This is an optimization exercise on Yosys and OpenROAD, whose aim is small area, not a production implementation.
In this exercise RTL edits were held to simulation tests only and were not proved equivalent to the original.
Power is estimated from default activity; no workload was simulated.

==> design/flow/design.v <==
package sccb_pkg;
  localparam logic       SCCB_ACK    = 1'b0;
  localparam logic       SCCB_NACK   = 1'b1;
  localparam logic [7:0] SCCB_DEF_ID = 8'h42;
  localparam int BIT_CNT_W = 4;
  localparam logic [BIT_CNT_W-1:0] BYTE_BITS = 4'd8;
  typedef logic [3:0] sccb_state_t;
  localparam sccb_state_t ST_IDLE      = 4'd0;
  localparam sccb_state_t ST_ID        = 4'd1;
  localparam sccb_state_t ST_ID_ACK    = 4'd2;
  localparam sccb_state_t ST_SUB       = 4'd3;
  localparam sccb_state_t ST_SUB_ACK   = 4'd4;
  localparam sccb_state_t ST_WDATA     = 4'd5;
  localparam sccb_state_t ST_WDATA_ACK = 4'd6;
  localparam sccb_state_t ST_RDATA     = 4'd7;
  localparam sccb_state_t ST_RDATA_ACK = 4'd8;
  localparam sccb_state_t ST_IGNORE    = 4'd9;
endpackage
module sccb_aoi3 (
  input  logic [2:0] d,
  input  logic [2:0] s,
  output logic       y_n
);
  assign y_n = ~|(d & s);
endmodule
module sccb_add8 (
  input  logic [7:0] a,
  input  logic [7:0] b,
  input  logic       ci,
  output logic [7:0] s
);
  logic [8:0] c;
  always_comb begin
    c[0] = ci;
    for (int i = 0; i < 8; i++) begin
      s[i]   = a[i] ^ b[i] ^ c[i];
      c[i+1] = (a[i] & b[i]) | (c[i] & (a[i] ^ b[i]));
    end
  end
endmodule
module sccb_sel (
  input  logic lo_n,
  input  logic hi_n,
  output logic sel
);
  assign sel = ~(lo_n | hi_n);
endmodule
module sccb_responder #(
  parameter logic [7:0] DEV_ID   = sccb_pkg::SCCB_DEF_ID,
  parameter int         FILT_LEN = 3
) (
  input  logic       CLK,
  input  logic       RST,
  input  logic       scl_i,
  input  logic       sda_i,
  input  logic [7:0] rd_addr,
  output logic       sda_oe,
  output logic       busy,
  output logic       wr_valid,
  output logic [7:0] wr_addr,
  output logic [7:0] wr_data,
  output logic [7:0] rd_data
);
  logic scl_lvl, scl_rise, scl_fall;
  logic sda_lvl, sda_rise, sda_fall;
  logic [1:0] pad;
  logic [1:0] f_s0, f_s1;
  logic [1:0] f_hist [FILT_LEN-1];
  logic [1:0] f_lvl, f_rise, f_fall;
  logic [1:0] f_chg;
  assign pad = {sda_i, scl_i};
  always_comb begin
    for (int i = 0; i < 2; i++) begin
      f_chg[i] = (f_s1[i] != f_lvl[i]);
      for (int k = 0; k < FILT_LEN - 1; k++)
        if (f_hist[k][i] != f_s1[i]) f_chg[i] = 1'b0;
    end
  end
  always_ff @(posedge CLK) begin
    f_s0 <= pad;
    f_s1 <= f_s0;
    f_hist[0] <= f_s1;
    for (int k = 1; k < FILT_LEN - 1; k++) f_hist[k] <= f_hist[k-1];
  end
  always_ff @(posedge CLK) begin
    if (RST) begin
      f_lvl  <= f_s1;
      f_rise <= '0;
      f_fall <= '0;
    end else begin
      f_lvl  <= f_lvl ^ f_chg;
      f_rise <= f_chg & f_s1;
      f_fall <= f_chg & ~f_s1;
    end
  end
  assign scl_lvl  = f_lvl[0];
  assign scl_rise = f_rise[0];
  assign scl_fall = f_fall[0];
  assign sda_lvl  = f_lvl[1];
  assign sda_rise = f_rise[1];
  assign sda_fall = f_fall[1];
  logic scl_edge, start, stop;
  assign scl_edge = scl_rise | scl_fall;
  assign start = sda_fall & scl_lvl & ~scl_edge;
  assign stop  = sda_rise & scl_lvl & ~scl_edge;
  sccb_pkg::sccb_state_t          state;
  logic [sccb_pkg::BIT_CNT_W-1:0] bitcnt;
  logic [7:0]           shreg;
  logic [7:0]           ptr;
  logic                 sda_oe_q;
  logic                 busy_q;
  logic                 wr_valid_q;
  logic [7:0]           wr_addr_q;
  logic [7:0]           wr_data_q;
  logic [7:0]           rd_data_q;
  logic                 rd_mode;
  logic                 mack;
  logic [7:0]           rf_rd;
  localparam int NPORT = 5;
  localparam int PSTEP = 52;
  logic [2047:0] ring;
  logic [7:0] off;
  logic       sweeping;
  logic [7:0] byte_in;
  logic       commit;
  logic       pend;
  logic [NPORT-1:0] fhit;
  logic       fany;
  logic [7:0] ftap;
  logic [7:0] wval;
  logic       wany;
  logic [7:0] fpos;
  logic [7:0] shadow;
  logic [7:0] hpos;
  logic [7:0] hraw;
  assign byte_in = {shreg[6:0], sda_lvl};
  assign commit  = ~RST & ~sweeping & scl_rise
                 & (state == sccb_pkg::ST_WDATA) & (bitcnt == 4'd7);
  logic fa_inc;
  assign fa_inc = (state == sccb_pkg::ST_RDATA);
  sccb_add8 u_fpos (.a(ptr), .b(off), .ci(fa_inc), .s(fpos));
  always_comb
    for (int k = 0; k < NPORT; k++) fhit[k] = (fpos == 8'(k * PSTEP));
  assign fany = |fhit;
  assign wany = sweeping | (pend & fany);
  assign wval = sweeping ? 8'h00 : wr_data_q;
  always_ff @(posedge CLK) begin
    ring <= {ring[2039:0], ring[2047:2040]};
    for (int k = 0; k < NPORT; k++)
      if (wany && (sweeping || fhit[k]))
        ring[k*PSTEP*8 +: 8] <= wval;
  end
  always_ff @(posedge CLK) begin
    if (RST)
      pend <= 1'b0;
    else if (commit)
      pend <= 1'b1;
    else if (fany)
      pend <= 1'b0;
  end
  always_ff @(posedge CLK) begin
    if (RST) begin
      sweeping <= 1'b1;
      off      <= '0;
    end else begin
      off <= off + 8'd1;
      if (off == 8'hFF) sweeping <= 1'b0;
    end
  end
  always_comb begin
    ftap = '0;
    for (int k = 0; k < NPORT; k++)
      if (fhit[k]) ftap = ftap | ring[k*PSTEP*8 +: 8];
  end
  always_ff @(posedge CLK) begin
    if (RST || sweeping)
      shadow <= '0;
    else if (fany)
      shadow <= ftap;
  end
  assign rf_rd = (ptr == wr_addr_q) ? wr_data_q : shadow;
  localparam int NGRP = 255 / 3;
  logic [15:0]  hsel_lo_n, hsel_hi_n;
  logic [255:0] hsel;
  sccb_add8 u_hpos (.a(rd_addr), .b(off), .ci(1'b0), .s(hpos));
  always_comb begin
    for (int i = 0; i < 16; i++) begin
      hsel_lo_n[i] = (hpos[3:0] != 4'(i));
      hsel_hi_n[i] = (hpos[7:4] != 4'(i));
    end
  end
  for (genvar i = 0; i < 256; i++) begin : g_sel
    sccb_sel u_sel (.lo_n(hsel_lo_n[i % 16]), .hi_n(hsel_hi_n[i / 16]), .sel(hsel[i]));
  end
  for (genvar b = 0; b < 8; b++) begin : g_hbit
    logic [255:0]  col;
    logic [NGRP:0] grp_n;
    for (genvar i = 0; i < 256; i++) begin : g_col
      assign col[i] = ring[i*8 + b];
    end
    for (genvar g = 0; g < NGRP; g++) begin : g_grp
      sccb_aoi3 u_aoi (.d(col[3*g +: 3]), .s(hsel[3*g +: 3]), .y_n(grp_n[g]));
    end
    assign grp_n[NGRP] = ~(col[255] & hsel[255]);
    assign hraw[b] = ~&grp_n;
  end
  always_ff @(posedge CLK) begin
    if (RST || sweeping)
      rd_data_q <= '0;
    else if (commit && rd_addr == ptr)
      rd_data_q <= byte_in;
    else if (rd_addr == wr_addr_q)
      rd_data_q <= wr_data_q;
    else
      rd_data_q <= hraw;
  end
  always_ff @(posedge CLK) begin
    wr_valid_q <= 1'b0;
    if (RST) begin
      state     <= sccb_pkg::ST_IDLE;
      bitcnt    <= '0;
      shreg     <= '0;
      ptr       <= '0;
      sda_oe_q  <= 1'b0;
      busy_q    <= 1'b0;
      wr_addr_q <= '0;
      wr_data_q <= '0;
      rd_mode   <= 1'b0;
      mack      <= sccb_pkg::SCCB_NACK;
    end else if (start) begin
      state    <= sccb_pkg::ST_ID;
      bitcnt   <= '0;
      sda_oe_q <= 1'b0;
      busy_q   <= 1'b1;
    end else if (stop) begin
      state    <= sccb_pkg::ST_IDLE;
      sda_oe_q <= 1'b0;
      busy_q   <= 1'b0;
    end else begin
      case (state)
        sccb_pkg::ST_ID, sccb_pkg::ST_SUB, sccb_pkg::ST_WDATA: begin
          if (scl_rise) begin
            shreg  <= byte_in;
            bitcnt <= bitcnt + 4'd1;
          end
          if (commit) begin
            wr_valid_q <= 1'b1;
            wr_addr_q  <= ptr;
            wr_data_q  <= byte_in;
            ptr        <= ptr + 8'd1;
          end
          if (scl_fall && bitcnt == sccb_pkg::BYTE_BITS) begin
            bitcnt   <= '0;
            sda_oe_q <= ~sccb_pkg::SCCB_ACK;
            if (state == sccb_pkg::ST_SUB) begin
              ptr   <= shreg;
              state <= sccb_pkg::ST_SUB_ACK;
            end else if (state == sccb_pkg::ST_WDATA) begin
              state <= sccb_pkg::ST_WDATA_ACK;
            end else if (shreg == DEV_ID) begin
              state <= sccb_pkg::ST_ID_ACK;
              rd_mode <= 1'b0;
            end else if (shreg == (DEV_ID | 8'h01)) begin
              state   <= sccb_pkg::ST_ID_ACK;
              rd_mode <= 1'b1;
            end else begin
              state    <= sccb_pkg::ST_IGNORE;
              sda_oe_q <= ~sccb_pkg::SCCB_NACK;
            end
          end
        end
        sccb_pkg::ST_ID_ACK: begin
          if (scl_fall) begin
            bitcnt   <= '0;
            sda_oe_q <= 1'b0;
            if (rd_mode) begin
              state    <= sccb_pkg::ST_RDATA;
              shreg    <= rf_rd;
              sda_oe_q <= ~rf_rd[7];
            end else begin
              state <= sccb_pkg::ST_SUB;
            end
          end
        end
        sccb_pkg::ST_SUB_ACK, sccb_pkg::ST_WDATA_ACK: begin
          if (scl_fall) begin
            bitcnt   <= '0;
            sda_oe_q <= 1'b0;
            state    <= sccb_pkg::ST_WDATA;
          end
        end
        sccb_pkg::ST_RDATA: begin
          if (scl_rise) bitcnt <= bitcnt + 4'd1;
          if (scl_fall) begin
            if (bitcnt == sccb_pkg::BYTE_BITS) begin
              bitcnt   <= '0;
              sda_oe_q <= 1'b0;
              ptr      <= ptr + 8'd1;
              state    <= sccb_pkg::ST_RDATA_ACK;
            end else begin
              sda_oe_q <= ~shreg[6];
              shreg    <= {shreg[6:0], 1'b0};
            end
          end
        end
        sccb_pkg::ST_RDATA_ACK: begin
          if (scl_rise) mack <= sda_lvl;
          if (scl_fall) begin
            if (mack == sccb_pkg::SCCB_ACK) begin
              state    <= sccb_pkg::ST_RDATA;
              bitcnt   <= '0;
              shreg    <= rf_rd;
              sda_oe_q <= ~rf_rd[7];
            end else begin
              state <= sccb_pkg::ST_IGNORE;
            end
          end
        end
        default: ;
      endcase
    end
  end
  assign sda_oe   = sda_oe_q & ~RST;
  assign busy     = busy_q;
  assign wr_valid = wr_valid_q;
  assign wr_addr  = wr_addr_q;
  assign wr_data  = wr_data_q;
  assign rd_data  = rd_data_q;
endmodule
==> design/flow/flow/run.sh <==
#!/bin/bash
# The standard layout with two changes: the port buffers are made from the
# smallest buffer cell instead of the one buffer_ports picks by itself, and
# clock tree synthesis inserts no dummy loads. Each tool's output goes to
# ORFS's own logs under orfs/logs; make's output goes to make_finish.log here.
set -euo pipefail
bash standard.sh finish \
  "BUFFER_PORTS_ARGS=-buffer_cell sky130_fd_sc_hd__buf_1" \
  "CTS_ARGS=-sink_clustering_enable -repair_clock_nets -sink_clustering_size 20 -sink_clustering_max_diameter 50 -buf_list sky130_fd_sc_hd__clkbuf_8 -dont_use_dummy_load" \
  > make_finish.log 2>&1
==> design/flow/standard.sh <==
#!/bin/bash
# synth_recipe.tcl (not shown) runs the flow's synth.tcl, then flattens the netlist and writes it again
# the make line also repeats each setting of config.mk as NAME=value (left out here)
make -C /OpenROAD-flow-scripts/flow DESIGN_CONFIG=/design/flow/config.mk WORK_HOME=/design/flow/orfs CLKGATE_MAP_FILE= SYNTH_SCRIPT=/design/flow/synth_recipe.tcl "${@:-finish}"
==> design/flow/config.mk <==
export PLATFORM = sky130hd
export DESIGN_NAME = sccb_responder
export DESIGN_NICKNAME = sccb_responder
export VERILOG_FILES = /design/flow/design.v
export SDC_FILE = /design/flow/constraint.sdc
export NUM_CORES = 4
export LEC_CHECK = 0
export CAP_MARGIN = 10
export CORE_MARGIN = 2
export CORE_UTILIZATION = 65
export CTS_BUF_LIST = sky130_fd_sc_hd__clkbuf_8
export CTS_CLUSTER_DIAMETER = 50
export CTS_CLUSTER_SIZE = 20
export PLACE_DENSITY = 0.75
export SLEW_MARGIN = 10
export SYNTH_HIERARCHICAL = 1
export SYNTH_MINIMUM_KEEP_SIZE = 0
==> design/flow/constraint.sdc <==
create_clock -name core_clock -period 10.0 [get_ports {CLK}]
set_input_delay 2.0000 -clock core_clock [delete_from_list [all_inputs] [get_ports {CLK}]]
set_output_delay 2.0000 -clock core_clock [all_outputs]
set_load 0.01 [all_outputs]
==> run notes, run 1 <==
* Largest buffer count on any clock path at 3
* Synthesized Nets at approximately 4.1k
* Nature of the critical path startpoint: input port
* Die Y at roughly 300 um
* Required time of the critical path at roughly 11 ns
* Largest net degree at the start of global routing at 43
* Cell taking the most area after synthesis: sky130_fd_sc_hd__dfxtp_1
* Status: failed layout checks
* Seq/Total Area, Yosys at between 70% and 80%
* Placeable core area at between 0.08 and 0.09 mm2
* Critical setup path kind: input port to flop
* CTS Hold Bufs at 0
* Total routing usage reported by global routing at a little over a third
* Ports placed on the boundary at 39
* RR Startpoint: off[0]
* Worst setup path startpoint: rd_addr[0]
* Placed instance count at 5,199
* Skew final at approximately 0.070 ns
* Num rows at 107
* Hold Crit Class: flop to flop
* Syn-to-layout area delta at 6.60%
* Endpoint of the worst setup timing path: rd_data_q[3]
* Max-slew violations at 2
* Clock latency on the worst-skew pair at between 0.8 and 0.9 ns
* Headroom to the max-slew limit at -4.86%
* Per-cell routed wire length at just over 30 um
* Synthesized area at 0.0562 mm2
* Actual slew at the worst max-slew pin at between 1.5 and 2 ns
* Final number of hold-violating endpoints at 0
* Die W at 298 um
* Tmin final at approximately 8.4 ns
* Count leader, synth: sky130_fd_sc_hd__dfxtp_1
* Worst reg-to-reg path cell count at 20
* First-pass iteration count of the detailed router at 14
* CTS tree: yes
* Post-detailed-placement cell area at between 0.05 and 0.06 mm2
* Leading register cell type out of synthesis: sky130_fd_sc_hd__dfxtp_1
* Top cells by area in the synthesized netlist: sky130_fd_sc_hd__dfxtp_1 76%, sky130_fd_sc_hd__a222oi_1 12%, sky130_fd_sc_hd__nor2_1 2.0%
* Via count of the first global-routing pass at ~35k
* Max Fanout on Critical Path at 16
* Clock slew seen by the registers of the worst setup and hold paths at 0.10 ns
* Number of antenna violations at the first check in global routing at 3
* Final setup violating endpoints at 0
* Register-to-Register Setup Slack at approximately 2.5 ns
* Global route total overflow at 0
* Layout Cell Area excl Fill at between 0.05 and 0.06 mm2
* CTS-repair resized insts at 0
* Peak VDD IR at approximately 0.18 mV
* RSZ-0062 raised after global routing: no
* Hold_sp: ring[2024]
* Number of buffer cells added on primary ports at 38
* Failing Checks: capacitance limit, slew limit
* Starting Density at roughly two thirds
* Register bit total from synthesis at approximately 2.1k
* Number of library cell types mapped by synthesis at 72
* Syn Area/Cell at about 14 um2
* DP Wirelength at approximately 120 mm
* First-pass GRT wire length at approximately 240 mm
* Htree depth at 4
* # clock sinks at 2,133
* Final Net Count at between 4k and 5k
* Top-area cell type share of the netlist area at between 70% and 80%
* Instance count of the mapped netlist at approximately 4.0k
* Number of warning messages in the yosys log at 9
* EDFF count, synth at 0
* Fmax at ~0.12 GHz
* Signal arrival time at the worst endpoint at around 9.1 ns
* Final GP Congestion at about 1.0
* CTS Buf Count at 143
* Detailed Route WL at 164 mm
* Share of the core filled with cells in the final layout at 70.1%
* Worst flop-to-flop path endpoint: rd_data_q[3]
* Fraction of layout instances using a drive strength above 1 at roughly 5.1%
* Lkg Pwr at approximately 0.021 uW
* Post-detailed-route via-to-cell ratio at 6.98
* Residual DRC at 0
* Root Driver: sky130_fd_sc_hd__clkbuf_8
* Violation count after the first detailed-routing iteration at about 8.4k
* Final cell count without fillers at 5,345
* Proportion of synthesized flip-flops having asynchronous set or reset at 0%
* Kind of capture point of the worst setup path: flop
* Power per unit of standard cell area at between 200 and 250 mW/mm2
* Total number of vias at approximately 37k
* Residual antenna-violating net count after detailed routing at 0
* Max-capacitance violation count at 1
* Area enclosed by the die boundary at 0.0888 mm2
* Commonest cells in the netlist: 2,133 x sky130_fd_sc_hd__dfxtp_1, 681 x sky130_fd_sc_hd__a222oi_1, 305 x sky130_fd_sc_hd__nor2_1, 176 x sky130_fd_sc_hd__nand4_1, 129 x sky130_fd_sc_hd__nand2_1
* Post-CTS repair timing setup buffer count at 0
* Post-route clock period utilization at a little over four fifths
* Final TNS setup at 0 ns
-- worst max-delay path: stages --
cell and delay [ns]:
sky130_fd_sc_hd__buf_1 0.12, sky130_fd_sc_hd__inv_1 0.09, sky130_fd_sc_hd__fa_1 0.19, sky130_fd_sc_hd__inv_1 0.06, sky130_fd_sc_hd__fa_1 0.39, sky130_fd_sc_hd__fa_1 0.40, sky130_fd_sc_hd__fa_1 0.44, sky130_fd_sc_hd__fa_1 0.43
sky130_fd_sc_hd__fa_1 0.40, sky130_fd_sc_hd__fa_1 0.38, sky130_fd_sc_hd__xor3_1 0.25, sky130_fd_sc_hd__buf_4 0.15, sky130_fd_sc_hd__nor2b_1 0.07, sky130_fd_sc_hd__nand2_1 0.66, sky130_fd_sc_hd__nor2_1 0.36, sky130_fd_sc_hd__a222oi_1 0.62
sky130_fd_sc_hd__nand4_1 0.18, sky130_fd_sc_hd__nor4_1 1.29, sky130_fd_sc_hd__o211ai_1 0.21, sky130_fd_sc_hd__o221ai_1 0.24, sky130_fd_sc_hd__mux2i_1 0.09
-- cell usage in the layout, fill, tap and decap left out, types with 10 or more instances in the layout --
master	netlist	routed
sky130_fd_sc_hd__dfxtp_1	2133	2133
sky130_fd_sc_hd__a222oi_1	681	681
sky130_fd_sc_hd__nor2_1	305	305
sky130_fd_sc_hd__nand4_1	176	176
sky130_fd_sc_hd__clkbuf_8	0	143
sky130_fd_sc_hd__nand2_1	129	129
sky130_fd_sc_hd__nand3_1	86	85
sky130_fd_sc_hd__a21oi_1	84	84
sky130_fd_sc_hd__buf_4	0	56
sky130_fd_sc_hd__nor4_1	46	46
sky130_fd_sc_hd__buf_1	5	37
sky130_fd_sc_hd__o21ai_0	31	31
sky130_fd_sc_hd__inv_1	29	29
sky130_fd_sc_hd__xnor2_1	19	19
sky130_fd_sc_hd__nor3_1	16	16
sky130_fd_sc_hd__a211oi_1	16	16
sky130_fd_sc_hd__a22oi_1	16	16
sky130_fd_sc_hd__and3_1	15	15
sky130_fd_sc_hd__xor2_1	15	15
sky130_fd_sc_hd__fa_1	14	14
sky130_fd_sc_hd__nor2b_1	12	12
sky130_fd_sc_hd__mux2i_1	12	12
sky130_fd_sc_hd__o211ai_1	10	10
-- through the flow --
stage | worst slack (ns) | power (uW) | hold slack [ns]
CTS | 2.10 | 12500 | 0.303
floorplan | 3.32 | 8800 | 0.310
global route | 1.69 | 12800 | 0.295
finish | 1.61 | 12500 | 0.302
detailed placement | 1.22 | 8920 | 0.315
global placement | 1.16 | 8920 | 0.316
-- cell families (layout without fill, tap and decap cells) --
family                     count (synthesis)  in the layout  synth area share (%)
AOI/OAI and AO/OA                        897            897                  14.6
muxes                                     12             12                 0.214
xor gates and xnor gates                  36             36                 0.615
and+or+nand+nor                          834            834                  7.26
buffers and inverters                     94            267                 0.677
other                                      1              4               0.00668
DFF                                     2133           2133                  76.0
adders and majority gates                 18             18                 0.588
-- sequential cells by signal (all words and copies together) (netlist names), 4 cells and up --
signal / flops
wr_addr_q: 8
rd_data_q: 8
wr_data_q: 8
f_hist: 4
bitcnt: 4
ptr: 8
state: 4
shreg: 8
ring: 2048
shadow: 8
off: 8
-- per-layer routing --
metal | global-route usage [%] | part of all wire [%]
met1 | 51.3 | 40
met2 | 53.7 | 43
met3 | 7.99 | 12
met4 | 15.0 | 4.5
met5 | 0 | 0
-- report_power, final --
group          switching (uW)  leakage (uW)  internal [uW]
logic                     205       0.00302           39.9
clock network            2420       0.00103           1290
registers                6.62        0.0172           8490
total                    2630        0.0212           9820
-- Yosys stat by module (local to each module, per instance) --
module,cell area (um2),flops+latches
sccb_sel,3.75,0
sccb_responder,48000,2133
sccb_add8,183,0
sccb_aoi3,10.0,0
-- how the worst min path moves through the flow --
stage                     cells after the start    endpoint  slack, ns
after floorplan                               0     f_s1[0]       0.31
after global placement                        0     f_s1[0]       0.32
after detailed placement                      0     f_s1[1]       0.31
after CTS                                     0  ring[1695]       0.30
after global routing                          0  ring[1186]       0.29
final                                         0  ring[2032]       0.30
-- final cells by class --
cell class | count | area [um2]
Sequential cell | 2133 | 42700
Inverter | 30 | 113
Antenna cell | 3 | 7.51
Clock buffer | 143 | 1970
Fill cell | 5961 | 25500
Multi-Input combinational cell | 1798 | 13100
Tap cell | 1144 | 1430
Timing Repair Buffer | 94 | 564
==> run 2: changes to the inputs <==
--- a/design/flow/config.mk
+++ b/design/flow/config.mk
@@ -5,13 +5,13 @@
 export SDC_FILE = /design/flow/constraint.sdc
 export NUM_CORES = 4
 export LEC_CHECK = 0
-export CAP_MARGIN = 10
+export CAP_MARGIN = 0
 export CORE_MARGIN = 2
 export CORE_UTILIZATION = 65
 export CTS_BUF_LIST = sky130_fd_sc_hd__clkbuf_8
 export CTS_CLUSTER_DIAMETER = 50
 export CTS_CLUSTER_SIZE = 20
 export PLACE_DENSITY = 0.75
-export SLEW_MARGIN = 10
+export SLEW_MARGIN = 0
 export SYNTH_HIERARCHICAL = 1
 export SYNTH_MINIMUM_KEEP_SIZE = 0
==> run notes, run 2 <==
* Final setup violating endpoints at 0 (unchanged)
* Critical-path top delay cell: sky130_fd_sc_hd__nor4_1 (unchanged)
* Kind of capture point of the worst setup path: flop (unchanged)
* Critical Path Max Stage Delay at 0.93 ns (was 1.29 ns)
* Die W at 298 um (unchanged)
* Commonest non-fill, non-tap cells in the layout: 2,133 x sky130_fd_sc_hd__dfxtp_1, 681 x sky130_fd_sc_hd__a222oi_1, 305 x sky130_fd_sc_hd__nor2_1 (unchanged)
* CTS Buf Count at 141 (was 143)
* First-pass iteration count of the detailed router at 17 (was 14)
* Post-detailed-route via-to-cell ratio at 7.00 (was 6.98)
* Leading cell type in the layout, fill and taps excluded: sky130_fd_sc_hd__dfxtp_1 (unchanged)
* First-pass GRT wire length at 236 mm (about the same)
* Failing Checks: capacitance limit, slew limit (unchanged)
* Critical setup path kind: input port to flop (unchanged)
* RSZ-0062 raised after global routing: no (unchanged)
* Violation count after the first detailed-routing iteration at 8,596 (was 8,387)
* Lkg Pwr at 0.0212 uW (about the same)
* Most used cell, CP: sky130_fd_sc_hd__fa_1 (unchanged)
* Headroom to the max-slew limit at -3.37% (was -4.86%)
* Final GP Congestion at 0.996 (unchanged)
* Number of warning messages in the yosys log at 9 (unchanged)
* Top cells by area in the synthesized netlist: sky130_fd_sc_hd__dfxtp_1 76%, sky130_fd_sc_hd__a222oi_1 12%, sky130_fd_sc_hd__nor2_1 2.0% (unchanged)
* Syn Area/Cell at 14.0 um2 (unchanged)
* Placeable core area at 0.0854 mm2 (unchanged)
* Fmax at 0.120 GHz (was 0.119 GHz)
* EDFF count, synth at 0 (unchanged)
* Final Net Count at 4,228 (was 4,230)
* Synthesized area at 0.0562 mm2 (unchanged)
* Final TNS setup at 0 ns (unchanged)
* Worst reg-to-reg path cell count at 20 (unchanged)
* Signal arrival time at the worst endpoint at 9.00 ns (was 9.06 ns)
* Register bit total from synthesis at 2,133 (unchanged)
* Die Y at 298 um (unchanged)
* Clock latency on the worst-skew pair at 0.88 ns (was 0.87 ns)
* Biggest register: ring (unchanged)
* Number of library cell types mapped by synthesis at 72 (unchanged)
* Total Power at 12,400 uW (was 12,500 uW)
* Actual slew at the worst max-slew pin at 1.55 ns (was 1.56 ns)
* Placed instance count at 5,199 (unchanged)
* Hold Crit Class: flop to flop (unchanged)
* Post-CTS repair timing setup buffer count at 0 (unchanged)
* Detailed Route WL at 165 mm (was 164 mm)
* Number of fill cells in the layout at 6,015 (was 5,961)
* Via count of the first global-routing pass at 35.0k (was 34.9k)
* Post-route clock period utilization at 83.1% (was 83.9%)
* Count leader, synth: sky130_fd_sc_hd__dfxtp_1 (unchanged)
* Instance count of the mapped netlist at 4,025 (unchanged)
* Global route total overflow at 0 (unchanged)
* Leading register cell type out of synthesis: sky130_fd_sc_hd__dfxtp_1 (unchanged)
* CTS tree: yes (unchanged)
* Clock slew seen by the registers of the worst setup and hold paths at 0.11 ns (was 0.10 ns)
* Commonest cells in the netlist: 2,133 x sky130_fd_sc_hd__dfxtp_1, 681 x sky130_fd_sc_hd__a222oi_1, 305 x sky130_fd_sc_hd__nor2_1, 176 x sky130_fd_sc_hd__nand4_1, 129 x sky130_fd_sc_hd__nand2_1 (unchanged)
* CTS Hold Bufs at 0 (unchanged)
* CP Cell Sequence: buf_1 > inv_1 > fa_1 > inv_1 > fa_1 > fa_1 > fa_1 > fa_1 > fa_1 > fa_1 > xor3_1 > buf_4 > nor2b_1 > nand2_1 > nor2_1 > a222oi_1 > nand4_1 > nor4_1 > o211ai_1 > o221ai_1 > mux2i_1 (unchanged)
* Number of flip-flops in the largest register at 2,048 (unchanged)
* Number of antenna violations at the first check in global routing at 5 (was 3)
* Peak VDD IR at 0.180 mV (was 0.183 mV)
* Syn-to-layout area delta at 6.55% (was 6.60%)
* Number of buffer cells added on primary ports at 38 (unchanged)
* Max-slew violations at 11 (was 2)
* Synthesized Nets at 4,055 (unchanged)
* Nature of the critical path startpoint: input port (unchanged)
* Starting Density at 65.8% (unchanged)
* Final number of hold-violating endpoints at 0 (unchanged)
* # clock sinks at 2,133 (unchanged)
* Skew final at 0.0730 ns (was 0.0697 ns)
* Residual antenna-violating net count after detailed routing at 0 (unchanged)
* Root Driver: sky130_fd_sc_hd__clkbuf_8 (unchanged)
* Htree depth at 4 (unchanged)
* CTS-repair resized insts at 0 (unchanged)
* Total number of vias at 37.4k (was 37.3k)
* Ports placed on the boundary at 39 (unchanged)
* Power per unit of standard cell area at 208 mW/mm2 (about the same)
* Fraction of layout instances using a drive strength above 1 at 5.08% (was 5.15%)
* Status: failed layout checks (unchanged)
* Residual DRC at 0 (unchanged)
* DP Wirelength at 119 mm (about the same)
* Proportion of synthesized flip-flops having asynchronous set or reset at 0% (unchanged)
* Worst hold path cell count at 0 (unchanged)
* Final cell count without fillers at 5,343 (was 5,345)
* Max Fanout on Critical Path at 16 (unchanged)
* Top-area cell type share of the netlist area at 76.0% (unchanged)
* Largest net degree at the start of global routing at 43 (unchanged)
* Area enclosed by the die boundary at 0.0888 mm2 (unchanged)
* Final hold slack at 0.294 ns (was 0.302 ns)
* Max-capacitance violation count at 1 (unchanged)
* Largest buffer count on any clock path at 3 (unchanged)
* Per-cell routed wire length at 30.8 um (was 30.7 um)
* Num rows at 107 (unchanged)
* Required time of the critical path at 10.69 ns (was 10.66 ns)
* Seq/Total Area, Yosys at 76.0% (unchanged)
* Cell taking the most area after synthesis: sky130_fd_sc_hd__dfxtp_1 (unchanged)
* Tmin final at 8.31 ns (was 8.39 ns)
* Total routing usage reported by global routing at 36.1% (about the same)
[run 2: critical path: cells and delay by family]
kind            cells  cell delay, ns
fa+ha+maj           7            2.63
buf+inv             4            0.45
compound gates      3            1.28
mux                 1            0.10
xor+xnor            1            0.28
simple gates        5            2.24
[run 2: per-module statistics from Yosys, one instance, submodules excluded]
module	flops+latches	cells
sccb_responder	2133	3063
sccb_aoi3	0	1
sccb_add8	0	13
sccb_sel	0	1
[run 2: cells by family (layout without fill, tap and decap cells)]
group,Yosys count,count (layout),synth area share [%]
fa+ha+maj,18,18,0.588
buf+inv,94,265,0.677
compound gates,897,897,14.6
xor+xnor,36,36,0.615
mux,12,12,0.214
simple gates,834,834,7.26
flops,2133,2133,76.0
other cells,1,4,0.00668
[run 2: through the flow]
step / setup slack (ns) / utilization (%) / instance area [um2]
floorplan: 3.32 / - / 56200
global placement: 1.16 / 67.8 / 57900
detailed placement: 1.18 / 67.8 / 57900
CTS: 2.02 / 70.0 / 59800
global route: 1.48 / 70.1 / 59800
finish: 1.69 / 70.1 / 59800
[run 2: final timing paths]
kind / startpoint / endpoint / slack, ns
worst max register to register: off[0] / rd_data_q[4] / 2.60
worst min register to register: ring[1768] / ring[1776] / 0.29
worst max-delay path: rd_addr[0] / rd_data_q[4] / 1.69
worst min-delay path: ring[1768] / ring[1776] / 0.29
[run 2: final cells by class]
type                       instances  area, um2  share of cell area [%]
inverter                          30        113                   0.188
multi-input combinational       1798      13100                    21.9
tap                             1144       1430                    2.39
antenna                            3       7.51                  0.0125
timing repair buffer              94        564                   0.943
sequential                      2133      42700                    71.4
clock buffer                     141       1940                    3.24
[run 2: metal layers]
layer  part of all wire, %  up-vias  GRT usage (%)
met5                0.0055        -              0
met4                   4.5        2           15.5
met3                    12      369           7.78
met2                    43     2522           53.6
met1                    40    18300           51.3
li1                      -    16200              -
[run 2: where the power goes]
| part | internal, uW | leakage, uW | total, uW | switching [uW] |
|---|---|---|---|---|
| logic | 39.8 | 0.00301 | 244 | 205 |
| clock network | 1270 | 0.00101 | 3700 | 2420 |
| registers | 8490 | 0.0172 | 8500 | 6.71 |
==> run 3: changes to the inputs <==
--- a/design/flow/config.mk
+++ b/design/flow/config.mk
@@ -5,13 +5,13 @@
 export SDC_FILE = /design/flow/constraint.sdc
 export NUM_CORES = 4
 export LEC_CHECK = 0
-export CAP_MARGIN = 0
+export CAP_MARGIN = 20
 export CORE_MARGIN = 2
 export CORE_UTILIZATION = 65
 export CTS_BUF_LIST = sky130_fd_sc_hd__clkbuf_8
 export CTS_CLUSTER_DIAMETER = 50
 export CTS_CLUSTER_SIZE = 20
 export PLACE_DENSITY = 0.75
-export SLEW_MARGIN = 0
+export SLEW_MARGIN = 20
 export SYNTH_HIERARCHICAL = 1
 export SYNTH_MINIMUM_KEEP_SIZE = 0
==> run notes, run 3 <==
* Worst flop-to-flop path endpoint: rd_data_q[4] (unchanged)
* Synthesized area at 0.0562 mm2 (unchanged)
* Leading register cell type out of synthesis: sky130_fd_sc_hd__dfxtp_1 (unchanged)
* Final TNS setup at 0 ns (unchanged)
* CP Cell Sequence: buf_1 > inv_1 > fa_1 > inv_1 > fa_1 > fa_1 > fa_1 > fa_1 > fa_1 > fa_1 > xor3_1 > buf_4 > nor2b_1 > nand2_1 > nor2_1 > a222oi_1 > nand4_1 > nor4_1 > o211ai_1 > o221ai_1 > mux2i_1 (unchanged)
* Ports placed on the boundary at 39 (unchanged)
* Portion of total power attributed to the clock network at 29.7% (about the same)
* Max Fanout on Critical Path at 16 (unchanged)
* Most used cell, CP: sky130_fd_sc_hd__fa_1 (unchanged)
* Adder-cell area share of the yosys netlist at 0.588% (unchanged)
* Die W at 298 um (unchanged)
* Violation count after the first detailed-routing iteration at 7,996 (was 8,596)
* Die Y at 298 um (unchanged)
* Hold_sp: ring[1529] (was ring[1768])
* Peak VDD IR at 0.181 mV (was 0.180 mV)
* Simple-gate share of the synthesized area at 7.26% (unchanged)
* Area fraction in compound gates after synthesis at 14.6% (unchanged)
* Worst reg-to-reg path cell count at 20 (unchanged)
* Multiplexer fraction of the synthesized cell area at 0.214% (unchanged)
* Commonest non-fill, non-tap cells in the layout: 2,133 x sky130_fd_sc_hd__dfxtp_1, 681 x sky130_fd_sc_hd__a222oi_1, 305 x sky130_fd_sc_hd__nor2_1 (unchanged)
* Sequential fraction of design power at 68.3% (about the same)
* Total number of vias at 37.4k (about the same)
* Seq/Total Area, Yosys at 76.0% (unchanged)
* Total Power at 12,400 uW (about the same)
* Power per unit of standard cell area at 208 mW/mm2 (about the same)
* Count leader, synth: sky130_fd_sc_hd__dfxtp_1 (unchanged)
* Clock latency on the worst-skew pair at 0.87 ns (was 0.88 ns)
* Synth Area in XOR/XNOR at 0.615% (unchanged)
* Syn Area/Cell at 14.0 um2 (unchanged)
* Final GP Congestion at 0.996 (unchanged)
* Number of flip-flops in the largest register at 2,048 (unchanged)
* Biggest register: ring (unchanged)
* Critical-path top delay cell: sky130_fd_sc_hd__nor4_1 (unchanged)
* Kind of capture point of the worst setup path: flop (unchanged)
* Residual DRC at 0 (unchanged)
* Register bit total from synthesis at 2,133 (unchanged)
* Number of antenna violations at the first check in global routing at 5 (unchanged)
* RR Startpoint: off[0] (unchanged)
* Actual slew at the worst max-slew pin at 1.22 ns (was 1.55 ns)
* Largest net degree at the start of global routing at 43 (unchanged)
* EDFF count, synth at 0 (unchanged)
* Proportion of synthesized flip-flops having asynchronous set or reset at 0% (unchanged)
* First-pass GRT wire length at 236 mm (about the same)
* Via count of the first global-routing pass at 34.9k (was 35.0k)
* CTS tree: yes (unchanged)
* CTS Hold Bufs at 0 (unchanged)
* Tmin final at 8.33 ns (was 8.31 ns)
* Final Net Count at 4,229 (was 4,228)
* Number of library cell types mapped by synthesis at 72 (unchanged)
* Fmax at 0.120 GHz (about the same)
* Fraction of layout instances using a drive strength above 1 at 5.17% (was 5.08%)
* Per-cell routed wire length at 30.7 um (was 30.8 um)
* Required time of the critical path at 10.65 ns (was 10.69 ns)
* Final number of hold-violating endpoints at 0 (unchanged)
* Relative contribution of combinational cells to total power at 2.0% (about the same)
* Sw Share at 21.1% (was 21.2%)
* Root Driver: sky130_fd_sc_hd__clkbuf_8 (unchanged)
* Global route total overflow at 0 (unchanged)
* DP Wirelength at 119 mm (about the same)
* Largest family of logic cells by synthesized area: compound AO/OA/AOI/OAI gates (unchanged)
* Post-detailed-route via-to-cell ratio at 7.00 (about the same)
* Hold Crit Class: flop to flop (unchanged)
* Nature of the critical path startpoint: input port (unchanged)
* Worst hold path cell count at 0 (unchanged)
* Pint at 9810 uW (about the same)
* Residual antenna-violating net count after detailed routing at 0 (unchanged)
* First-pass iteration count of the detailed router at 14 (was 17)
* Hold path endpoint: ring[1537] (was ring[1776])
* Cell taking the most area after synthesis: sky130_fd_sc_hd__dfxtp_1 (unchanged)
* Leading cell type in the layout, fill and taps excluded: sky130_fd_sc_hd__dfxtp_1 (unchanged)
* # clock sinks at 2,133 (unchanged)
* Top cells by area in the synthesized netlist: sky130_fd_sc_hd__dfxtp_1 76%, sky130_fd_sc_hd__a222oi_1 12%, sky130_fd_sc_hd__nor2_1 2.0% (unchanged)
* Register-to-Register Setup Slack at 2.57 ns (was 2.60 ns)
* Largest buffer count on any clock path at 3 (unchanged)
* Number of warning messages in the yosys log at 9 (unchanged)
* Syn-to-layout area delta at 6.61% (was 6.55%)
* CTS Buf Count at 142 (was 141)
* Total routing usage reported by global routing at 36.1% (about the same)
* Top-area cell type share of the netlist area at 76.0% (unchanged)
* Critical setup path kind: input port to flop (unchanged)
* Lkg Pwr at 0.0212 uW (about the same)
* Headroom to the max-slew limit at 18.4% (was -3.37%)
* Clock slew seen by the registers of the worst setup and hold paths at 0.11 ns (about the same)
* Signal arrival time at the worst endpoint at 8.98 ns (was 9.00 ns)
* Max-slew violations at 0 (was 11)
* CTS-repair resized insts at 0 (unchanged)
* RSZ-0062 raised after global routing: no (unchanged)
* Power dissipated by switching net loads at 2630 uW (was 2640 uW)
* Number of buffer cells added on primary ports at 38 (unchanged)
* Max-capacitance violation count at 0 (was 1)
* Instance count of the mapped netlist at 4,025 (unchanged)
* Final setup violating endpoints at 0 (unchanged)
* Post-route clock period utilization at 83.3% (was 83.1%)
* Commonest cells in the netlist: 2,133 x sky130_fd_sc_hd__dfxtp_1, 681 x sky130_fd_sc_hd__a222oi_1, 305 x sky130_fd_sc_hd__nor2_1, 176 x sky130_fd_sc_hd__nand4_1, 129 x sky130_fd_sc_hd__nand2_1 (unchanged)
* Post-CTS repair timing setup buffer count at 0 (unchanged)
* Skew final at 0.0781 ns (was 0.0730 ns)
* Num rows at 107 (unchanged)
* Htree depth at 4 (unchanged)
* Area enclosed by the die boundary at 0.0888 mm2 (unchanged)
* Placeable core area at 0.0854 mm2 (unchanged)
* Synthesized Nets at 4,055 (unchanged)
* Detailed Route WL at 164 mm (was 165 mm)
* Critical Path Max Stage Delay at 0.95 ns (was 0.93 ns)
* Status: finished clean (was failed layout checks)
* Starting Density at 65.8% (unchanged)
==> run 3: worst max-delay path by stage <==
stage | from | end | slack [ns] | cells after the start
floorplan | rd_addr[0] | rd_data_q[0] | 3.32 | 19
global placement | rd_addr[0] | rd_data_q[2] | 1.16 | 19
detailed placement | rd_addr[0] | rd_data_q[4] | 1.28 | 21
CTS | rd_addr[0] | rd_data_q[4] | 2.13 | 21
global route | rd_addr[0] | rd_data_q[4] | 1.61 | 21
finish | rd_addr[0] | rd_data_q[4] | 1.67 | 21
==> run 3: cells by family (layout without fill, tap and decap cells) <==
kind of cell	after synthesis	in the layout
AOI/OAI and AO/OA	897	897
xor gates and xnor gates	36	36
adders and majority gates	18	18
buffers and inverters	94	266
DFF	2133	2133
muxes	12	12
other	1	6
and+or+nand+nor	834	834
==> run 3: power by group through the flow <==
| stage | clock (uW) | combinational, uW | sequential [uW] |
|---|---|---|---|
| 4_1_cts | 3730 | 229 | 8500 |
| 3_3_place_gp | 0 | 228 | 8700 |
| 3_5_place_dp | 0 | 228 | 8700 |
| 5_1_grt | 4020 | 242 | 8500 |
| 2_1_floorplan | 0 | 102 | 8690 |
| 6_report | 3700 | 244 | 8500 |
==> run 3: area by class of cell <==
cell class	count	area (um2)
Antenna cell	5	12.5
Timing Repair Buffer	94	564
Multi-Input combinational cell	1798	13100
Tap cell	1144	1430
Clock buffer	142	1950
Fill cell	5966	25500
Sequential cell	2133	42700
Inverter	30	113
==> run 3: worst max-delay path: cells and delay by family <==
kind | cells | cell delay (ns)
AOI/OAI and AO/OA | 3 | 1.30
buffers and inverters | 4 | 0.42
adders and majority gates | 7 | 2.62
muxes | 1 | 0.10
and+or+nand+nor | 5 | 2.26
xor gates and xnor gates | 1 | 0.25
==> run 3: stage by stage <==
step	area (um2)	hold slack, ns	cells	utilization, %	worst slack, ns
2_1_floorplan	56200	0.310	4025	-	3.32
3_3_place_gp	57900	0.316	5199	67.8	1.16
3_5_place_dp	57900	0.315	5199	67.8	1.28
4_1_cts	59900	0.301	5341	70.1	2.13
5_1_grt	59900	0.289	5343	70.1	1.61
6_report	59900	0.305	5346	70.1	1.67
==> run 3: modules after synthesis, one instance, submodules excluded <==
module,copies in the design,area (um2),flops+latches
sccb_add8,2,183,0
sccb_aoi3,680,10.0,0
sccb_sel,256,3.75,0
sccb_responder,1,48000,2133
==> run 3: metal layers <==
layer	vias up	global-route usage, %	wire length (um)
li1	16200	-	-
met1	18300	51.3	66200
met2	2515	53.8	70900
met3	398	7.80	19600
met4	4	15.0	7430
met5	-	0	18
==> run 4: changes to the inputs <==
--- a/design/flow/config.mk
+++ b/design/flow/config.mk
@@ -5,13 +5,13 @@
 export SDC_FILE = /design/flow/constraint.sdc
 export NUM_CORES = 4
 export LEC_CHECK = 0
-export CAP_MARGIN = 20
+export CAP_MARGIN = 15
 export CORE_MARGIN = 2
 export CORE_UTILIZATION = 65
 export CTS_BUF_LIST = sky130_fd_sc_hd__clkbuf_8
 export CTS_CLUSTER_DIAMETER = 50
 export CTS_CLUSTER_SIZE = 20
 export PLACE_DENSITY = 0.75
-export SLEW_MARGIN = 20
+export SLEW_MARGIN = 15
 export SYNTH_HIERARCHICAL = 1
 export SYNTH_MINIMUM_KEEP_SIZE = 0
==> run notes, run 4 <==
* Root Driver: sky130_fd_sc_hd__clkbuf_8 (unchanged)
* CTS-repair resized insts at 0 (unchanged)
* Post-detailed-placement cell area at 0.0579 mm2 (about the same)
* Most used cell, CP: sky130_fd_sc_hd__fa_1 (unchanged)
* Peak VDD IR at 0.183 mV (was 0.181 mV)
* Htree depth at 4 (unchanged)
* Top-area cell type share of the netlist area at 76.0% (unchanged)
* RR Startpoint: off[0] (unchanged)
* Critical path buffer and inverter count at 4 (unchanged)
* Skew final at 0.0697 ns (was 0.0781 ns)
* Power dissipated by switching net loads at 2630 uW (about the same)
* Per-cell routed wire length at 30.7 um (about the same)
* Seq/Total Area, Yosys at 76.0% (unchanged)
* Number of flip-flops in the largest register at 2,048 (unchanged)
* Die W at 298 um (unchanged)
* FF+latch area at 0.0427 mm2 (unchanged)
* Lkg Pwr at 0.0212 uW (about the same)
* Global route total overflow at 0 (unchanged)
* Portion of total power attributed to the clock network at 29.8% (was 29.7%)
* Synthesized Nets at 4,055 (unchanged)
* Relative contribution of combinational cells to total power at 2.0% (about the same)
* Number of buffer cells added on primary ports at 38 (unchanged)
* Placeable core area at 0.0854 mm2 (unchanged)
* Instance count of the mapped netlist at 4,025 (unchanged)
* Power per unit of standard cell area at 208 mW/mm2 (about the same)
* Max-capacitance violation count at 1 (was 0)
* Family with the most delay on the worst path: adder cells (unchanged)
* Status: failed layout checks (was finished clean)
* Post-route setup slack at 1.61 ns (was 1.67 ns)
* Post-detailed-route via-to-cell ratio at 6.98 (was 7.00)
* Die Y at 298 um (unchanged)
* Sw Share at 21.1% (about the same)
* Violation count after the first detailed-routing iteration at 8,387 (was 7,996)
* Signal arrival time at the worst endpoint at 9.06 ns (was 8.98 ns)
* Residual DRC at 0 (unchanged)
* Total number of vias at 37.3k (was 37.4k)
* DP Wirelength at 119 mm (about the same)
* Post-route clock period utilization at 83.9% (was 83.3%)
* Number of fill cells in the layout at 5,961 (was 5,966)
* Top cells by area in the synthesized netlist: sky130_fd_sc_hd__dfxtp_1 76%, sky130_fd_sc_hd__a222oi_1 12%, sky130_fd_sc_hd__nor2_1 2.0% (unchanged)
* Residual antenna-violating net count after detailed routing at 0 (unchanged)
* Final hold slack at 0.302 ns (was 0.305 ns)
* Fmax at 0.119 GHz (was 0.120 GHz)
* CTS tree: yes (unchanged)
* Commonest cells in the netlist: 2,133 x sky130_fd_sc_hd__dfxtp_1, 681 x sky130_fd_sc_hd__a222oi_1, 305 x sky130_fd_sc_hd__nor2_1, 176 x sky130_fd_sc_hd__nand4_1, 129 x sky130_fd_sc_hd__nand2_1 (unchanged)
* Final GP Congestion at 0.996 (unchanged)
* Final Net Count at 4,230 (was 4,229)
* Required time of the critical path at 10.66 ns (was 10.65 ns)
* Layout Cell Area excl Fill at 0.0599 mm2 (about the same)
* Pre-CTS setup slack at 1.22 ns (was 1.28 ns)
* Count leader, synth: sky130_fd_sc_hd__dfxtp_1 (unchanged)
* Critical Path Max Stage Delay at 1.29 ns (was 0.95 ns)
* Cell taking the most area after synthesis: sky130_fd_sc_hd__dfxtp_1 (unchanged)
* CTS Hold Bufs at 0 (unchanged)
* Hold Crit Class: flop to flop (unchanged)
* Num rows at 107 (unchanged)
* Pint at 9820 uW (was 9810 uW)
* Total Power at 12,500 uW (was 12,400 uW)
* # clock sinks at 2,133 (unchanged)
* Total routing usage reported by global routing at 36.1% (about the same)
* Final number of hold-violating endpoints at 0 (unchanged)
* Area enclosed by the die boundary at 0.0888 mm2 (unchanged)
* Post-CTS repair timing setup buffer count at 0 (unchanged)
* Hold_sp: ring[2024] (was ring[1529])
* Leading cell type in the layout, fill and taps excluded: sky130_fd_sc_hd__dfxtp_1 (unchanged)
* Leading register cell type out of synthesis: sky130_fd_sc_hd__dfxtp_1 (unchanged)
* Nature of the critical path startpoint: input port (unchanged)
* Synthesized area at 0.0562 mm2 (unchanged)
* Number of library cell types mapped by synthesis at 72 (unchanged)
* CTS Buf Count at 143 (was 142)
* Kind of capture point of the worst setup path: flop (unchanged)
* Clock latency on the worst-skew pair at 0.87 ns (about the same)
* Headroom to the max-slew limit at -4.86% (was 18.4%)
* Final TNS setup at 0 ns (unchanged)
* Biggest register: ring (unchanged)
* Final setup violating endpoints at 0 (unchanged)
* Critical-path top delay cell: sky130_fd_sc_hd__nor4_1 (unchanged)
* Starting Density at 65.8% (unchanged)
* Largest net degree at the start of global routing at 43 (unchanged)
* Number of antenna violations at the first check in global routing at 3 (was 5)
* Via count of the first global-routing pass at 34.9k (about the same)
* EDFF count, synth at 0 (unchanged)
* Fraction of layout instances using a drive strength above 1 at 5.15% (was 5.17%)
* Max-slew violations at 2 (was 0)
* Syn Area/Cell at 14.0 um2 (unchanged)
* Detailed Route WL at 164 mm (about the same)
* Max Fanout on Critical Path at 16 (unchanged)
* RSZ-0062 raised after global routing: no (unchanged)
* CP Cell Sequence: buf_1 > inv_1 > fa_1 > inv_1 > fa_1 > fa_1 > fa_1 > fa_1 > fa_1 > fa_1 > xor3_1 > buf_4 > nor2b_1 > nand2_1 > nor2_1 > a222oi_1 > nand4_1 > nor4_1 > o211ai_1 > o221ai_1 > mux2i_1 (unchanged)
* Clock slew seen by the registers of the worst setup and hold paths at 0.10 ns (was 0.11 ns)
* Ports placed on the boundary at 39 (unchanged)
* Sequential fraction of design power at 68.3% (about the same)
* Number of warning messages in the yosys log at 9 (unchanged)
* Commonest non-fill, non-tap cells in the layout: 2,133 x sky130_fd_sc_hd__dfxtp_1, 681 x sky130_fd_sc_hd__a222oi_1, 305 x sky130_fd_sc_hd__nor2_1 (unchanged)
* Proportion of synthesized flip-flops having asynchronous set or reset at 0% (unchanged)
* Actual slew at the worst max-slew pin at 1.56 ns (was 1.22 ns)
* Worst setup path startpoint: rd_addr[0] (unchanged)
* Critical setup path kind: input port to flop (unchanged)
* Tmin final at 8.39 ns (was 8.33 ns)
* Total area of multi-input combinational cells at 0.0131 mm2 (about the same)
* First-pass iteration count of the detailed router at 14 (unchanged)
* Register bit total from synthesis at 2,133 (unchanged)
* Largest buffer count on any clock path at 3 (unchanged)
* First-pass GRT wire length at 236 mm (about the same)
* Syn-to-layout area delta at 6.60% (was 6.61%)
* Failing Checks: capacitance limit, slew limit
-- run 4: layer usage --
| layer | up-vias | part of all wire, % | GRT usage (%) |
|---|---|---|---|
| met5 | - | 0 | 0 |
| met4 | 0 | 4.5 | 15.0 |
| met3 | 377 | 12 | 7.99 |
| met2 | 2474 | 43 | 53.7 |
| met1 | 18300 | 40 | 51.3 |
| li1 | 16200 | - | - |
-- run 4: per-module statistics from Yosys, one instance, submodules excluded --
module | flip-flops and latches | cells inside | times used
sccb_aoi3 | 0 | 1 | 680
sccb_responder | 2133 | 3063 | 1
sccb_sel | 0 | 1 | 256
sccb_add8 | 0 | 13 | 2
-- run 4: cell families after synthesis --
group | share of synthesized area, %
compound gates | 14.6
xor+xnor | 0.615
fa+ha+maj | 0.588
buf+inv | 0.677
flops | 76.0
mux | 0.214
other cells | 0.00668
simple gates | 7.26
-- run 4: metrics by stage --
| stage | utilization (%) | instances |
|---|---|---|
| 6_report | 70.1 | 5345 |
| 5_1_grt | 70.1 | 5343 |
| 4_1_cts | 70.1 | 5342 |
| 3_5_place_dp | 67.8 | 5199 |
| 3_3_place_gp | 67.8 | 5199 |
| 2_1_floorplan | - | 4025 |
-- run 4: layout make-up --
| type | instances | area share [%] |
|---|---|---|
| Inverter | 30 | 0.188 |
| Clock buffer | 143 | 3.29 |
| Sequential cell | 2133 | 71.3 |
| Timing Repair Buffer | 94 | 0.943 |
| Multi-Input combinational cell | 1798 | 21.9 |
| Antenna cell | 3 | 0.0125 |
| Tap cell | 1144 | 2.39 |
-- run 4: power groups by stage --
stage / Clock, uW / Sequential, uW / Combinational (uW)
global route: 4030 / 8500 / 243
detailed placement: 0 / 8700 / 228
global placement: 0 / 8700 / 228
CTS: 3740 / 8500 / 229
floorplan: 0 / 8690 / 102
finish: 3710 / 8500 / 245
-- run 4: path summary, 6_finish.rpt --
kind	end	slack [ns]	depth (start not counted)
setup / recovery	rd_data_q[3]	1.61	21
hold reg to reg	ring[2032]	0.30	0
hold / removal	ring[2032]	0.30	0
setup reg to reg	rd_data_q[3]	2.50	20
==> run 5: changes to the inputs <==
--- a/design/flow/flow/run.sh
+++ b/design/flow/flow/run.sh
@@ -6,5 +6,5 @@
 set -euo pipefail
 bash standard.sh finish \
   "BUFFER_PORTS_ARGS=-buffer_cell sky130_fd_sc_hd__buf_1" \
-  "CTS_ARGS=-sink_clustering_enable -repair_clock_nets -sink_clustering_size 20 -sink_clustering_max_diameter 50 -buf_list sky130_fd_sc_hd__clkbuf_8 -dont_use_dummy_load" \
+  "CTS_ARGS=-sink_clustering_enable -repair_clock_nets -sink_clustering_size 22 -sink_clustering_max_diameter 50 -buf_list sky130_fd_sc_hd__clkbuf_8 -dont_use_dummy_load" \
   > make_finish.log 2>&1
==> design/flow/config.mk (replaced) <==
export PLATFORM = sky130hd
export DESIGN_NAME = sccb_responder
export DESIGN_NICKNAME = sccb_responder
export VERILOG_FILES = /design/flow/design.v
export SDC_FILE = /design/flow/constraint.sdc
export NUM_CORES = 4
export LEC_CHECK = 0
export CAP_MARGIN = 20
export CORE_MARGIN = 2
export CORE_UTILIZATION = 65
export CTS_BUF_LIST = sky130_fd_sc_hd__clkbuf_8
export CTS_CLUSTER_DIAMETER = 50
export CTS_CLUSTER_SIZE = 22
export PLACE_DENSITY = 0.75
export SLEW_MARGIN = 20
export SYNTH_HIERARCHICAL = 1
export SYNTH_MINIMUM_KEEP_SIZE = 0
==> run notes, run 5 <==
* Adder-cell area share of the yosys netlist at 0.588% (unchanged)
* Leading cell type in the layout, fill and taps excluded: sky130_fd_sc_hd__dfxtp_1 (unchanged)
* Seq/Total Area, Yosys at 76.0% (unchanged)
* Number of warning messages in the yosys log at 9 (unchanged)
* Skew final at 0.101 ns (was 0.0697 ns)
* Simple-gate share of the synthesized area at 7.26% (unchanged)
* Num rows at 107 (unchanged)
* Fraction of layout instances using a drive strength above 1 at 5.13% (was 5.15%)
* Detailed Route WL at 164 mm (about the same)
* CTS tree: yes (unchanged)
* CTS Buf Count at 139 (was 143)
* Final setup violating endpoints at 0 (unchanged)
* Area enclosed by the die boundary at 0.0888 mm2 (unchanged)
* CTS-repair resized insts at 0 (unchanged)
* Clock slew seen by the registers of the worst setup and hold paths at 0.12 ns (was 0.10 ns)
* Top-area cell type share of the netlist area at 76.0% (unchanged)
* Syn Area/Cell at 14.0 um2 (unchanged)
* Total number of vias at 37.4k (was 37.3k)
* Commonest non-fill, non-tap cells in the layout: 2,133 x sky130_fd_sc_hd__dfxtp_1, 681 x sky130_fd_sc_hd__a222oi_1, 305 x sky130_fd_sc_hd__nor2_1 (unchanged)
* Nature of the critical path startpoint: input port (unchanged)
* Lkg Pwr at 0.0212 uW (about the same)
* Commonest cells in the netlist: 2,133 x sky130_fd_sc_hd__dfxtp_1, 681 x sky130_fd_sc_hd__a222oi_1, 305 x sky130_fd_sc_hd__nor2_1, 176 x sky130_fd_sc_hd__nand4_1, 129 x sky130_fd_sc_hd__nand2_1 (unchanged)
* Root Driver: sky130_fd_sc_hd__clkbuf_8 (unchanged)
* Final Net Count at 4,226 (was 4,230)
* Die W at 298 um (unchanged)
* Register bit total from synthesis at 2,133 (unchanged)
* Count leader, synth: sky130_fd_sc_hd__dfxtp_1 (unchanged)
* Global route total overflow at 0 (unchanged)
* Post-route clock period utilization at 83.9% (about the same)
* Clock latency on the worst-skew pair at 0.90 ns (was 0.87 ns)
* Placeable core area at 0.0854 mm2 (unchanged)
* Hold Crit Class: flop to flop (unchanged)
* Instance count of the mapped netlist at 4,025 (unchanged)
* Number of antenna violations at the first check in global routing at 4 (was 3)
* Number of buffer cells added on primary ports at 38 (unchanged)
* Area fraction in compound gates after synthesis at 14.6% (unchanged)
* Multiplexer fraction of the synthesized cell area at 0.214% (unchanged)
* Total routing usage reported by global routing at 36.1% (about the same)
* Headroom to the max-slew limit at 16.2% (was -4.86%)
* Via count of the first global-routing pass at 34.9k (about the same)
* Htree depth at 4 (unchanged)
* Peak VDD IR at 0.164 mV (was 0.183 mV)
* Starting Density at 65.8% (unchanged)
* Largest buffer count on any clock path at 3 (unchanged)
* Required time of the critical path at 10.67 ns (was 10.66 ns)
* Proportion of synthesized flip-flops having asynchronous set or reset at 0% (unchanged)
* Pre-CTS setup slack at 1.28 ns (was 1.22 ns)
* Power per unit of standard cell area at 208 mW/mm2 (about the same)
* Final cell count without fillers at 5,340 (was 5,345)
* Ports placed on the boundary at 39 (unchanged)
* Max-capacitance violation count at 0 (was 1)
* # clock sinks at 2,133 (unchanged)
* Kind of capture point of the worst setup path: flop (unchanged)
* Post-route setup slack at 1.61 ns (about the same)
* CTS Hold Bufs at 0 (unchanged)
* Actual slew at the worst max-slew pin at 1.25 ns (was 1.56 ns)
* Placed instance count at 5,199 (unchanged)
* Signal arrival time at the worst endpoint at 9.05 ns (was 9.06 ns)
* Synth Area in XOR/XNOR at 0.615% (unchanged)
* Post-detailed-route via-to-cell ratio at 6.99 (was 6.98)
* Status: finished clean (was failed layout checks)
* Final number of hold-violating endpoints at 0 (unchanged)
* Per-cell routed wire length at 30.8 um (was 30.7 um)
* EDFF count, synth at 0 (unchanged)
* Largest family of logic cells by synthesized area: compound AO/OA/AOI/OAI gates (unchanged)
* Critical setup path kind: input port to flop (unchanged)
* Residual DRC at 0 (unchanged)
* Synthesized Nets at 4,055 (unchanged)
* Max-slew violations at 0 (was 2)
* Number of flip-flops in the largest register at 2,048 (unchanged)
* Max Fanout on Critical Path at 16 (unchanged)
* Tmin final at 8.39 ns (about the same)
* Leading register cell type out of synthesis: sky130_fd_sc_hd__dfxtp_1 (unchanged)
* RSZ-0062 raised after global routing: no (unchanged)
* Fmax at 0.119 GHz (about the same)
* Cell taking the most area after synthesis: sky130_fd_sc_hd__dfxtp_1 (unchanged)
* Residual antenna-violating net count after detailed routing at 0 (unchanged)
* Largest net degree at the start of global routing at 43 (unchanged)
* First-pass iteration count of the detailed router at 14 (unchanged)
* Share of the core filled with cells in the final layout at 70.0% (was 70.1%)
* Final TNS setup at 0 ns (unchanged)
* Post-CTS repair timing setup buffer count at 0 (unchanged)
* Number of library cell types mapped by synthesis at 72 (unchanged)
* Top cells by area in the synthesized netlist: sky130_fd_sc_hd__dfxtp_1 76%, sky130_fd_sc_hd__a222oi_1 12%, sky130_fd_sc_hd__nor2_1 2.0% (unchanged)
* Violation count after the first detailed-routing iteration at 8,050 (was 8,387)
* Synthesized area at 0.0562 mm2 (unchanged)
* Die Y at 298 um (unchanged)
* First-pass GRT wire length at 236 mm (about the same)
* Final GP Congestion at 0.996 (unchanged)
* Syn-to-layout area delta at 6.53% (was 6.60%)
* Biggest register: ring (unchanged)
* DP Wirelength at 119 mm (about the same)
-- run 5: report_power, final --
| part | switching (uW) | total, uW | leakage (uW) | internal, uW |
|---|---|---|---|---|
| Sequential | 6.64 | 8500 | 0.0172 | 8490 |
| Clock | 2420 | 3680 | 0.000999 | 1260 |
| Combinational | 204 | 244 | 0.00302 | 39.8 |
-- run 5: layer usage --
layer  routed length [um]  GRT usage (%)  up-vias
li1                     -              -    16200
met1                66700           51.3    18300
met2                70900           54.0     2461
met3                19100           7.81      386
met4                 7430           15.0        4
met5                   23              0        -
-- run 5: modules after synthesis, one instance, submodules excluded --
module,times used,cell area [um2],flops+latches
sccb_responder,1,48000,2133
sccb_add8,2,183,0
sccb_aoi3,680,10.0,0
sccb_sel,256,3.75,0
-- run 5: kinds of logic (layout without fill, tap and decap cells) --
family / after synthesis / in the layout
DFF: 2133 / 2133
AOI/OAI and AO/OA: 897 / 897
and+or+nand+nor: 834 / 834
buffers and inverters: 94 / 263
xor gates and xnor gates: 36 / 36
adders and majority gates: 18 / 18
muxes: 12 / 12
other: 1 / 3
-- run 5: final timing paths --
check,endpoint,cells past startpoint,slack [ns],from
min,ring[1604],0,0.29,ring[1596]
min reg2reg,ring[1604],0,0.29,ring[1596]
max,rd_data_q[4],21,1.61,rd_addr[0]
max reg2reg,rd_data_q[4],20,2.48,off[0]
-- run 5: worst max-delay path: stages --
cell,delay [ns]
sky130_fd_sc_hd__buf_1,0.12
sky130_fd_sc_hd__inv_1,0.10
sky130_fd_sc_hd__fa_1,0.18
sky130_fd_sc_hd__inv_1,0.06
sky130_fd_sc_hd__fa_1,0.40
sky130_fd_sc_hd__fa_1,0.40
sky130_fd_sc_hd__fa_1,0.43
sky130_fd_sc_hd__fa_1,0.43
sky130_fd_sc_hd__fa_1,0.41
sky130_fd_sc_hd__fa_1,0.38
sky130_fd_sc_hd__xor3_1,0.25
sky130_fd_sc_hd__buf_4,0.15
sky130_fd_sc_hd__nor2b_1,0.07
sky130_fd_sc_hd__nand2_1,0.63
sky130_fd_sc_hd__nor2_1,0.34
sky130_fd_sc_hd__a222oi_1,0.74
sky130_fd_sc_hd__nand4_1,0.25
sky130_fd_sc_hd__nor4_1,1.00
sky130_fd_sc_hd__o211ai_1,0.31
sky130_fd_sc_hd__o221ai_1,0.27
sky130_fd_sc_hd__mux2i_1,0.10
-- run 5: area by class of cell --
type	instances	area, um2
sequential	2133	42700
fill	5978	25600
multi-input combinational	1798	13100
clock buffer	139	1910
tap	1144	1430
timing repair buffer	94	564
inverter	30	113
antenna	2	5.00
-- run 5: metrics by stage --
stage	total power (uW)	hold slack (ns)	cell area [um2]
detailed placement	8920	0.315	57900
global route	12700	0.293	59800
global placement	8920	0.316	57900
floorplan	8800	0.310	56200
finish	12400	0.289	59800
CTS	12400	0.289	59800

port drivers added, routing unchanged:
The flow's constraints put no driver on any port. The routed layouts listed below were extracted and timed again, unchanged, in two steps.
Step 1 assumes that a clkbuf_16 drives the clock port and a buf_2 every other input.
Step 2 also shifts input and output timing later by t, the mid clock arrival at the registers, as if the neighbouring blocks saw the same clock.
a / b / c = ideal ports / drivers / drivers and shift; a / b = the first two.
| run | t (ns) | slack for setup (ns) | slew at the worst register clock pin (ns) |
|---|---|---|---|
| run 1 | 0.897 | 1.606 / 1.645 / 0.747 | 0.12 / 0.12 |
| run 2 | 0.911 | 1.689 / 1.739 / 0.827 | 0.12 / 0.12 |
| run 3 | 0.898 | 1.671 / 1.716 / 0.818 | 0.12 / 0.12 |
| run 4 | 0.897 | 1.606 / 1.645 / 0.747 | 0.12 / 0.12 |
| run 5 | 0.916 | 1.612 / 1.650 / 0.734 | 0.12 / 0.12 |
The setup slack of run 5, which loses most, moves by +0.038 ns with the drivers and by -0.878 ns with both steps.
